Context: an optimization exercise on an open-source flow, tuned for small area, a short achievable clock period and few clock cycles per item. The choices shown serve that exercise and are no tape-out recipe. Only simulation tests tie the RTL to the original design; equivalence was not proved.

## run X
## procedural_wipe_blend
module procedural_wipe_blend (
   input  logic        clock,
   input  logic        reset,
   input  logic        csr_valid,
   output logic        csr_ready,
   input  logic [2:0]  csr_index,
   input  logic [31:0] csr_data,
   input  logic        req_valid,
   output logic        req_ready,
   input  logic [11:0] req_pixel_x,
   input  logic [11:0] req_pixel_y,
   input  logic [7:0]  req_old_red,
   input  logic [7:0]  req_old_green,
   input  logic [7:0]  req_old_blue,
   input  logic [7:0]  req_new_red,
   input  logic [7:0]  req_new_green,
   input  logic [7:0]  req_new_blue,
   output logic        rsp_valid,
   input  logic        rsp_ready,
   output logic [7:0]  rsp_out_red,
   output logic [7:0]  rsp_out_green,
   output logic [7:0]  rsp_out_blue,
   output logic [8:0]  rsp_mix_weight
);
   assign csr_ready = 1'b1;
   logic [2:0]  cls;
   logic        use_y;
   logic [2:0]  shoh;
   logic [8:0]  r;
   logic [11:0] fw, fh;
   logic [31:0] seed;
   logic [2:0]  dec_cls;
   logic        dec_use_y;
   always_comb begin
      dec_use_y = 1'b0;
      case (csr_data[6:0])
         7'd2:          begin dec_cls = pwb_pkg::CLS_SOFT_LEAD;   dec_use_y = 1'b1; end
         7'd3:          begin dec_cls = pwb_pkg::CLS_SOFT_TRAIL;  dec_use_y = 1'b1; end
         7'd4:                dec_cls = pwb_pkg::CLS_SOFT_LEAD;
         7'd5:                dec_cls = pwb_pkg::CLS_SOFT_TRAIL;
         7'd6:                dec_cls = pwb_pkg::CLS_SPLIT_OPEN;
         7'd7:                dec_cls = pwb_pkg::CLS_SPLIT_CLOSE;
         7'd8, 7'd9, 7'd10:   dec_cls = pwb_pkg::CLS_DIAMOND;
         7'd21:               dec_cls = pwb_pkg::CLS_DISSOLVE;
         default:             dec_cls = pwb_pkg::CLS_FADE;
      endcase
   end
   always_ff @(posedge clock) begin
      if (reset) begin
         cls   <= pwb_pkg::CLS_FADE;
         use_y <= 1'b0;
         shoh  <= 3'b001;
         r     <= 9'd0;
         fw    <= 12'd800;
         fh    <= 12'd600;
         seed  <= 32'd0;
      end else if (csr_valid) begin
         case (csr_index)
            3'd0: begin
               cls   <= dec_cls;
               use_y <= dec_use_y;
  ...
==> flow/config.mk <==
export PLATFORM = sky130hd
export DESIGN_NAME = procedural_wipe_blend
export DESIGN_NICKNAME = procedural_wipe_blend
export VERILOG_FILES = /design/flow/design.v
export SDC_FILE = /design/flow/constraint.sdc
export NUM_CORES = 4
export LEC_CHECK = 0
export CAP_MARGIN = 20
export CORE_MARGIN = 2
export CORE_UTILIZATION = 55
export CTS_BUF_LIST = sky130_fd_sc_hd__clkbuf_8
export CTS_CLUSTER_SIZE = 25
export SETUP_SLACK_MARGIN = 3.0
export SLEW_MARGIN = 20
export BUFFER_PORTS_ARGS = -buffer_cell sky130_fd_sc_hd__buf_1
==> flow/constraint.sdc <==
create_clock -name core_clock -period 7.0 [get_ports {clock}]
set_input_delay 1.4000 -clock core_clock [delete_from_list [all_inputs] [get_ports {clock}]]
set_output_delay 1.4000 -clock core_clock [all_outputs]
set_load 0.01 [all_outputs]
standard.sh (not shown) runs the stock make flow with config.mk's settings and CLKGATE_MAP_FILE= SYNTH_SCRIPT=/design/flow/synth_recipe.tcl, a recipe that flattens the netlist after the stock synthesis.
==> flow/flow/run.sh <==
#!/bin/bash
# Standard layout, with the smallest buffer as the port buffer.
set -e
ls -la > run_files.log 2>&1
cat config.mk > run_config_before.log 2>&1
echo 'export BUFFER_PORTS_ARGS = -buffer_cell sky130_fd_sc_hd__buf_1' >> config.mk
bash standard.sh > standard.log 2>&1
Testbench counts of run X, summed over its fixed seeds: cycles 17,177, items 16,384.
[inputs] run B vs run X
- SETUP_SLACK_MARGIN now 3.4, was 3.0
==> flow/flow/run.sh <==
#!/bin/bash
# Standard layout (the standard.sh), with the smallest buffer as the
# port buffer.
set -e
echo 'export BUFFER_PORTS_ARGS = -buffer_cell sky130_fd_sc_hd__buf_1' >> config.mk
bash standard.sh > standard.log 2>&1
--- outcome ---
- Re final-layout clock buffer total: run X was higher than run B.
- Run X → run B: total of fill cells in the finished design now sits lower; multi-input combinational gate total ~0 delta; vias after detailed routing increased by 1033 relative to the old numbers.
- Run B has critical-path maximum fanout below what run X had.

what the ideal ports hide:
The results above use ideal ports. As a check the final layouts listed here were re-extracted and re-timed, cells and wires unchanged.
Step 1 sets driving cells, clkbuf_16 on the clock port and buf_2 on the other inputs (assumed; they add their load-dependent delay and slew).
Step 2 also shifts input and output timing later by t, the mid clock arrival at the registers, as if the neighbouring blocks saw the same clock.
Slacks: ideal / step 1 / step 2; pairs: ideal / step 1.
run	shift t [ns]	setup slack, ns	slew at the worst register clock pin (ns)
run X	0.778	3.137 / 3.137 / 3.137	0.07 / 0.07
run B	0.822	3.383 / 3.383 / 3.108	0.07 / 0.07
After both steps setup and hold are still met in every run listed. For run B, which loses most, drivers alone change the setup slack by 0.000 ns; drivers and shift together by -0.275 ns.
